This design comes from an exercise in tuning for small area, a short achievable clock period and few clock cycles per item on the open sky130 flow, not from production work. In this exercise RTL edits were held to simulation tests only and were not proved equivalent to the original.

==> flow/design.v (excerpt) <==
module divider_top (
    input  logic        clk,
    input  logic        rst_n,
    input  logic [31:0] op1,
    input  logic [31:0] op2,
    input  logic [2:0]  funct3,
    input  logic        start,
    input  logic        ack,
    output logic [31:0] result,
    output logic        done
);
Size: about 110 flip-flops, roughly 100 I/O pins, ~16,000 µm² of cells after synthesis.
==> module divider_top, before the edit <==
module divider_top (
    input  logic        clk,
    input  logic        rst_n,
    input  logic [31:0] op1,
    input  logic [31:0] op2,
    input  logic [2:0]  funct3,
    input  logic        start,
    input  logic        ack,
    output logic [31:0] result,
    output logic        done
);
    localparam logic [1:0] S_IDLE = 2'd0;
    localparam logic [1:0] S_PREP = 2'd1;
    localparam logic [1:0] S_ITER = 2'd2;
    localparam logic [1:0] S_FIX  = 2'd3;
    logic [1:0]  st_q;
    logic [31:0] r_q;       
    logic [32:0] t_q;       
    logic [31:0] q_q;       
    logic [3:0]  cnt_q;     
    logic        rem_q;     
    logic        sgn_q;     
    logic        neg_q;     
    assign result = q_q;
    logic        sa, sb;
    logic [31:0] a1, b1;
    logic [31:0] abs_a, abs_b;
    logic [5:0]  la1, lb1;
    logic [5:0]  la_hi, lb_lo;
    logic [5:0]  dl;
    logic [32:0] t_init;
    assign sa    = sgn_q & r_q[31];
    assign sb    = sgn_q & t_q[31];
    assign a1    = r_q ^ {32{sa}};
    assign b1    = t_q[31:0] ^ {32{sb}};
    assign abs_a = a1 + 32'(sa);
    assign abs_b = b1 + 32'(sb);
    always_comb begin
        la1 = 6'd0;
        for (int i = 0; i < 32; i++)
            if (a1[i]) la1 = 6'(i + 1);
    end
    always_comb begin
        lb1 = 6'd0;
        for (int i = 0; i < 32; i++)
            if (b1[i]) lb1 = 6'(i + 1);
    end
    assign la_hi   = la1 + 6'(sa);
    assign lb_lo   = (lb1 == 6'd0) ? 6'd1 : lb1;
    assign dl      = la_hi - lb_lo;
    assign t_init = {1'b0, abs_b} << {dl[4:1], 1'b0};
    logic        sa_i, sb_i;
    logic [31:0] a1_i, b1_i;
    logic [31:0] hi_a;      
    logic [31:0] hi_a_sh;   
    logic        bz_i, short_i, fast_i;
    assign sa_i = ~funct3[0] & op1[31];
    assign sb_i = ~funct3[0] & op2[31];
    assign a1_i = op1 ^ {32{sa_i}};
    assign b1_i = op2 ^ {32{sb_i}};
    always_comb begin
        logic [31:0] x;
        x = a1_i;
        for (int k = 1; k < 32; k = k * 2)
            x = x | (x >> k);
        hi_a = x;
    end
    assign hi_a_sh = sa_i ? {hi_a[30:0], 1'b1} : hi_a;
    assign short_i = |(b1_i & ~hi_a_sh);
    assign bz_i    = (op2 == 32'd0);
    assign fast_i  = bz_i | short_i;
    logic [32:0] s1;
    logic [31:0] r1;
    logic        q1;
    logic [32:0] s2;
    logic [31:0] r2;
    logic        q0;
    assign s1 = {1'b0, r_q} - {1'b0, t_q[30:0], 1'b0};
    assign q1 = ~s1[32] & ~t_q[32] & ~t_q[31];
    assign r1 = q1 ? s1[31:0] : r_q;
    assign s2 = {1'b0, r1} - {1'b0, t_q[31:0]};
    assign q0 = ~s2[32] & ~t_q[32];
    assign r2 = q0 ? s2[31:0] : r1;
    logic [31:0] q_shift;
    assign q_shift = {q_q[29:0], q1, q0};
    logic last;
    assign last = (cnt_q == 4'd0);
    always_ff @(posedge clk or negedge rst_n) begin
        if (!rst_n) begin
            st_q <= S_IDLE;
            done <= 1'b0;
        end else begin
            case (st_q)
                S_IDLE: begin
                    if (start) begin
                        st_q <= fast_i ? S_IDLE : S_PREP;
                        done <= fast_i;
                    end else begin
                        done <= done & ~ack;
                    end
                end
                S_PREP: begin
                    st_q <= S_ITER;
                end
                S_ITER: begin
                    if (last) begin
                        if (neg_q) begin
                            st_q <= S_FIX;
                        end else begin
                            st_q <= S_IDLE;
                            done <= 1'b1;
                        end
                    end
                end
                default: begin
                    st_q <= S_IDLE;
                    done <= 1'b1;
                end
            endcase
        end
    end
    always_ff @(posedge clk) begin
        case (st_q)
            S_IDLE: begin
                if (start) begin
                    r_q   <= op1;
                    t_q   <= {1'b0, op2};
                    rem_q <= funct3[1];
                    sgn_q <= ~funct3[0];
                    q_q   <= funct3[1] ? op1 : {32{bz_i}};
                end
            end
            S_PREP: begin
                r_q   <= abs_a;
                t_q   <= t_init;
                cnt_q <= dl[4:1];
                neg_q <= rem_q ? sa : (sa ^ sb);
                q_q   <= 32'd0;
            end
            S_ITER: begin
                r_q   <= r2;
                t_q   <= {2'b00, t_q[32:2]};
                cnt_q <= cnt_q - 4'd1;
                q_q   <= (last && rem_q) ? r2 : q_shift;
            end
            default: begin
                q_q <= -q_q;
            end
        endcase
    end
endmodule
make LEC_CHECK=0 CAP_MARGIN=20 CORE_MARGIN=2 CORE_UTILIZATION=40 SLEW_MARGIN=20 finish   # period 27.0 ns
run.sh (not shown) runs the stock make flow with config.mk's settings and CLKGATE_MAP_FILE= SYNTH_SCRIPT=/design/flow/synth_recipe.tcl, a recipe that flattens the netlist after the stock synthesis.
Testbench counts at the start, summed over its fixed seeds: cycles 142,263, items 32,000.
Edit:
--- a/flow/design.v
+++ b/flow/design.v
@@ -28,9 +28,11 @@
     logic [31:0] abs_a, abs_b;
     logic [5:0]  la1, lb1;
     logic [5:0]  la_hi, lb_lo;
     logic [5:0]  dl;
+    logic        b_zero, a_short;
     logic [32:0] t_init;
+    logic [31:0] fast_val;
     assign sa    = sgn_q & r_q[31];
     assign sb    = sgn_q & t_q[31];
     assign a1    = r_q ^ {32{sa}};
     assign b1    = t_q[31:0] ^ {32{sb}};
@@ -48,29 +50,12 @@
     end
     assign la_hi   = la1 + 6'(sa);
     assign lb_lo   = (lb1 == 6'd0) ? 6'd1 : lb1;
     assign dl      = la_hi - lb_lo;
+    assign b_zero  = (t_q[31:0] == 32'd0);
+    assign a_short = la_hi < lb_lo;
     assign t_init = {1'b0, abs_b} << {dl[4:1], 1'b0};
-    logic        sa_i, sb_i;
-    logic [31:0] a1_i, b1_i;
-    logic [31:0] hi_a;      
-    logic [31:0] hi_a_sh;   
-    logic        bz_i, short_i, fast_i;
-    assign sa_i = ~funct3[0] & op1[31];
-    assign sb_i = ~funct3[0] & op2[31];
-    assign a1_i = op1 ^ {32{sa_i}};
-    assign b1_i = op2 ^ {32{sb_i}};
-    always_comb begin
-        logic [31:0] x;
-        x = a1_i;
-        for (int k = 1; k < 32; k = k * 2)
-            x = x | (x >> k);
-        hi_a = x;
-    end
-    assign hi_a_sh = sa_i ? {hi_a[30:0], 1'b1} : hi_a;
-    assign short_i = |(b1_i & ~hi_a_sh);
-    assign bz_i    = (op2 == 32'd0);
-    assign fast_i  = bz_i | short_i;
+    assign fast_val = rem_q ? r_q : {32{b_zero}};
     logic [32:0] s1;
     logic [31:0] r1;
     logic        q1;
     logic [32:0] s2;
@@ -92,17 +77,18 @@
             done <= 1'b0;
         end else begin
             case (st_q)
                 S_IDLE: begin
-                    if (start) begin
-                        st_q <= fast_i ? S_IDLE : S_PREP;
-                        done <= fast_i;
-                    end else begin
-                        done <= done & ~ack;
-                    end
+                    if (start) st_q <= S_PREP;
+                    done <= done & ~ack;
                 end
                 S_PREP: begin
-                    st_q <= S_ITER;
+                    if (b_zero || a_short) begin
+                        st_q <= S_IDLE;
+                        done <= 1'b1;
+                    end else begin
+                        st_q <= S_ITER;
+                    end
                 end
                 S_ITER: begin
                     if (last) begin
                         if (neg_q) begin
@@ -127,17 +113,16 @@
                     r_q   <= op1;
                     t_q   <= {1'b0, op2};
                     rem_q <= funct3[1];
                     sgn_q <= ~funct3[0];
-                    q_q   <= funct3[1] ? op1 : {32{bz_i}};
                 end
             end
             S_PREP: begin
                 r_q   <= abs_a;
                 t_q   <= t_init;
                 cnt_q <= dl[4:1];
                 neg_q <= rem_q ? sa : (sa ^ sb);
-                q_q   <= 32'd0;
+                q_q   <= fast_val & {32{b_zero | a_short}};
             end
             S_ITER: begin
                 r_q   <= r2;
                 t_q   <= {2'b00, t_q[32:2]};
=> Via count is lower by 8.2%; routed wire length is lower by 7.6%; non-clock buffer count is lower by 2; clock skew is lower by 0.0042 ns; setup slack gets worse by 0.40 ns; final cell count is lower by 6.9%.
Testbench counts after the change, summed over its fixed seeds: cycles 158,528, items 32,000.

========
The RTL this note starts from:
==> flow/design.v <==
`timescale 1ns/1ps
module divider_top (
    input  logic        clk,
    input  logic        rst_n,
    input  logic [31:0] op1,
    input  logic [31:0] op2,
    input  logic [2:0]  funct3,
    input  logic        start,
    input  logic        ack,
    output logic [31:0] result,
    output logic        done
);
    localparam logic [1:0] S_IDLE = 2'd0;
    localparam logic [1:0] S_PREP = 2'd1;
    localparam logic [1:0] S_ITER = 2'd2;
    localparam logic [1:0] S_FIX  = 2'd3;
    logic [1:0]  st_q;
    logic [31:0] r_q;       
    logic [31:0] t_q;       
    logic [31:0] q_q;       
    logic [3:0]  cnt_q;     
    logic        rem_q;     
    logic        sgn_q;     
    logic        neg_q;     
    assign result = q_q;
    logic        sa, sb;
    logic [31:0] abs_a, abs_b;
    logic [5:0]  lz_a, lz_b;
    logic [5:0]  dlz;
    logic        b_zero, a_short;
    logic [31:0] t_init;
    logic [31:0] fast_val;
    assign sa    = sgn_q & r_q[31];
    assign sb    = sgn_q & t_q[31];
    assign abs_a = sa ? -r_q : r_q;
    assign abs_b = sb ? -t_q : t_q;
    always_comb begin
        lz_a = 6'd32;
        for (int i = 0; i < 32; i++)
            if (abs_a[i]) lz_a = 6'(31 - i);
    end
    always_comb begin
        lz_b = 6'd32;
        for (int i = 0; i < 32; i++)
            if (abs_b[i]) lz_b = 6'(31 - i);
    end
    assign b_zero = (t_q == 32'd0);
    assign dlz    = lz_b - lz_a;
    assign a_short  = lz_a > lz_b;
    assign t_init = abs_b << {dlz[4:1], 1'b0};
    assign fast_val = rem_q ? r_q : {32{b_zero}};
    logic [32:0] d1;
    logic [32:0] s1;
    logic [31:0] r1;
    logic        q1;
    logic [32:0] s2;
    logic [31:0] r2;
    logic        q0;
    assign d1 = {t_q, 1'b0};
    assign s1 = {1'b0, r_q} - d1;
    assign q1 = ~s1[32] & ~t_q[31];
    assign r1 = q1 ? s1[31:0] : r_q;
    assign s2 = {1'b0, r1} - {1'b0, t_q};
    assign q0 = ~s2[32];
    assign r2 = q0 ? s2[31:0] : r1;
    logic [31:0] q_shift;
    assign q_shift = {q_q[29:0], q1, q0};
    logic last;
    assign last = (cnt_q == 4'd0);
    logic accept;
    assign accept = (st_q == S_IDLE) && start;
    always_ff @(posedge clk or negedge rst_n) begin
        if (!rst_n) begin
            st_q <= S_IDLE;
            done <= 1'b0;
        end else begin
            case (st_q)
                S_IDLE: begin
                    if (start) st_q <= S_PREP;
                    done <= done & ~ack;
                end
                S_PREP: begin
                    if (b_zero || a_short) begin
                        st_q <= S_IDLE;
                        done <= 1'b1;
                    end else begin
                        st_q <= S_ITER;
                    end
                end
                S_ITER: begin
                    if (last) begin
                        if (neg_q) begin
                            st_q <= S_FIX;
                        end else begin
                            st_q <= S_IDLE;
                            done <= 1'b1;
                        end
                    end
                end
                default: begin
                    st_q <= S_IDLE;
                    done <= 1'b1;
                end
            endcase
        end
    end
    always_ff @(posedge clk) begin
        case (st_q)
            S_IDLE: begin
                if (start) begin
                    r_q   <= op1;
                    t_q   <= op2;
                    rem_q <= funct3[1];
                    sgn_q <= ~funct3[0];
                end
            end
            S_PREP: begin
                r_q   <= abs_a;
                t_q   <= t_init;
                cnt_q <= dlz[4:1];
                neg_q <= rem_q ? sa : (sa ^ sb);
                q_q   <= fast_val & {32{b_zero | a_short}};
            end
            S_ITER: begin
                r_q   <= r2;
                t_q   <= {2'b00, t_q[31:2]};
                cnt_q <= cnt_q - 4'd1;
                q_q   <= (last && rem_q) ? r2 : q_shift;
            end
            default: begin
                q_q <= -q_q;
            end
        endcase
    end
endmodule
Settings: LEC_CHECK=0, ABC_AREA=1, CAP_MARGIN=20, CORE_MARGIN=2, CORE_UTILIZATION=40, SLEW_MARGIN=20; clock period 27.0 ns.
Testbench counts at the start, summed over its fixed seeds: cycles 156,157, items 32,000.
Change:
--- a/flow/design.v
+++ b/flow/design.v
@@ -105,31 +105,35 @@
         end
     end
     always_ff @(posedge clk) begin
         case (st_q)
             S_IDLE: begin
-                if (start) begin
-                    r_q   <= op1;
-                    t_q   <= op2;
-                    rem_q <= funct3[1];
-                    sgn_q <= ~funct3[0];
-                end
+                r_q <= op1;
+                t_q <= op2;
             end
             S_PREP: begin
-                r_q   <= abs_a;
-                t_q   <= t_init;
-                cnt_q <= dlz[4:1];
-                neg_q <= rem_q ? sa : (sa ^ sb);
-                q_q   <= fast_val & {32{b_zero | a_short}};
-            end
-            S_ITER: begin
-                r_q   <= r2;
-                t_q   <= {2'b00, t_q[31:2]};
-                cnt_q <= cnt_q - 4'd1;
-                q_q   <= (last && rem_q) ? r2 : q_shift;
+                r_q <= abs_a;
+                t_q <= t_init;
             end
             default: begin
-                q_q <= -q_q;
+                r_q <= r2;
+                t_q <= {2'b00, t_q[31:2]};
             end
+        endcase
+        cnt_q <= (st_q == S_PREP) ? dlz[4:1] : cnt_q - 4'd1;
+    end
+    always_ff @(posedge clk) begin
+        if (accept) begin
+            rem_q <= funct3[1];
+            sgn_q <= ~funct3[0];
+        end
+        if (st_q == S_PREP) neg_q <= rem_q ? sa : (sa ^ sb);
+    end
+    always_ff @(posedge clk) begin
+        case (st_q)
+            S_IDLE: ;
+            S_PREP: q_q <= fast_val & {32{b_zero | a_short}};
+            S_ITER: q_q <= (last && rem_q) ? r2 : q_shift;
+            default: q_q <= -q_q;
         endcase
     end
 endmodule
After rerunning:
- first-iteration DRC count drops by roughly a tenth
- setup slack improves by 0.48 ns
- sequential share of layout area shrinks by 3.3 points
- core utilization barely changes
- hold slack gets worse by 0.0078 ns
Testbench counts after the change, summed over its fixed seeds: cycles 156,157, items 32,000.

port drivers added, routing unchanged:
The flow's constraints put no driver on any port. The routed layouts listed below were extracted and timed again, unchanged, in two steps. Step 1 (the two cells are an assumption about what drives the block):
set clk [get_ports {clk}]
set_driving_cell -lib_cell sky130_fd_sc_hd__clkbuf_16 $clk
set_driving_cell -lib_cell sky130_fd_sc_hd__buf_2 [delete_from_list [all_inputs] $clk]
Step 2 also shifts input and output timing later by t, the mid clock arrival at the registers, as if the neighbouring blocks saw the same clock. Slacks: ideal ports / drivers / drivers and shift; pairs: ideal ports / drivers.
run	t, ns	setup slack, ns	hold slack, ns	worst setup path at the end
the first run of note 1	0.438	18.669 / 18.700 / 18.263	0.615 / 0.615 / 0.615	input to register
the second run of note 1	0.428	18.265 / 18.265 / 18.265	0.509 / 0.509 / 0.509	register to register
the first run of note 2	0.435	19.628 / 19.628 / 19.628	0.500 / 0.500 / 0.500	register to register
the second run of note 2	0.429	20.105 / 20.049 / 20.259	0.492 / 0.492 / 0.492	register to register
After both steps every run listed still meets setup and hold. For the first run of note 1, which loses most, drivers alone change the setup slack by +0.031 ns; drivers and shift together by -0.406 ns.
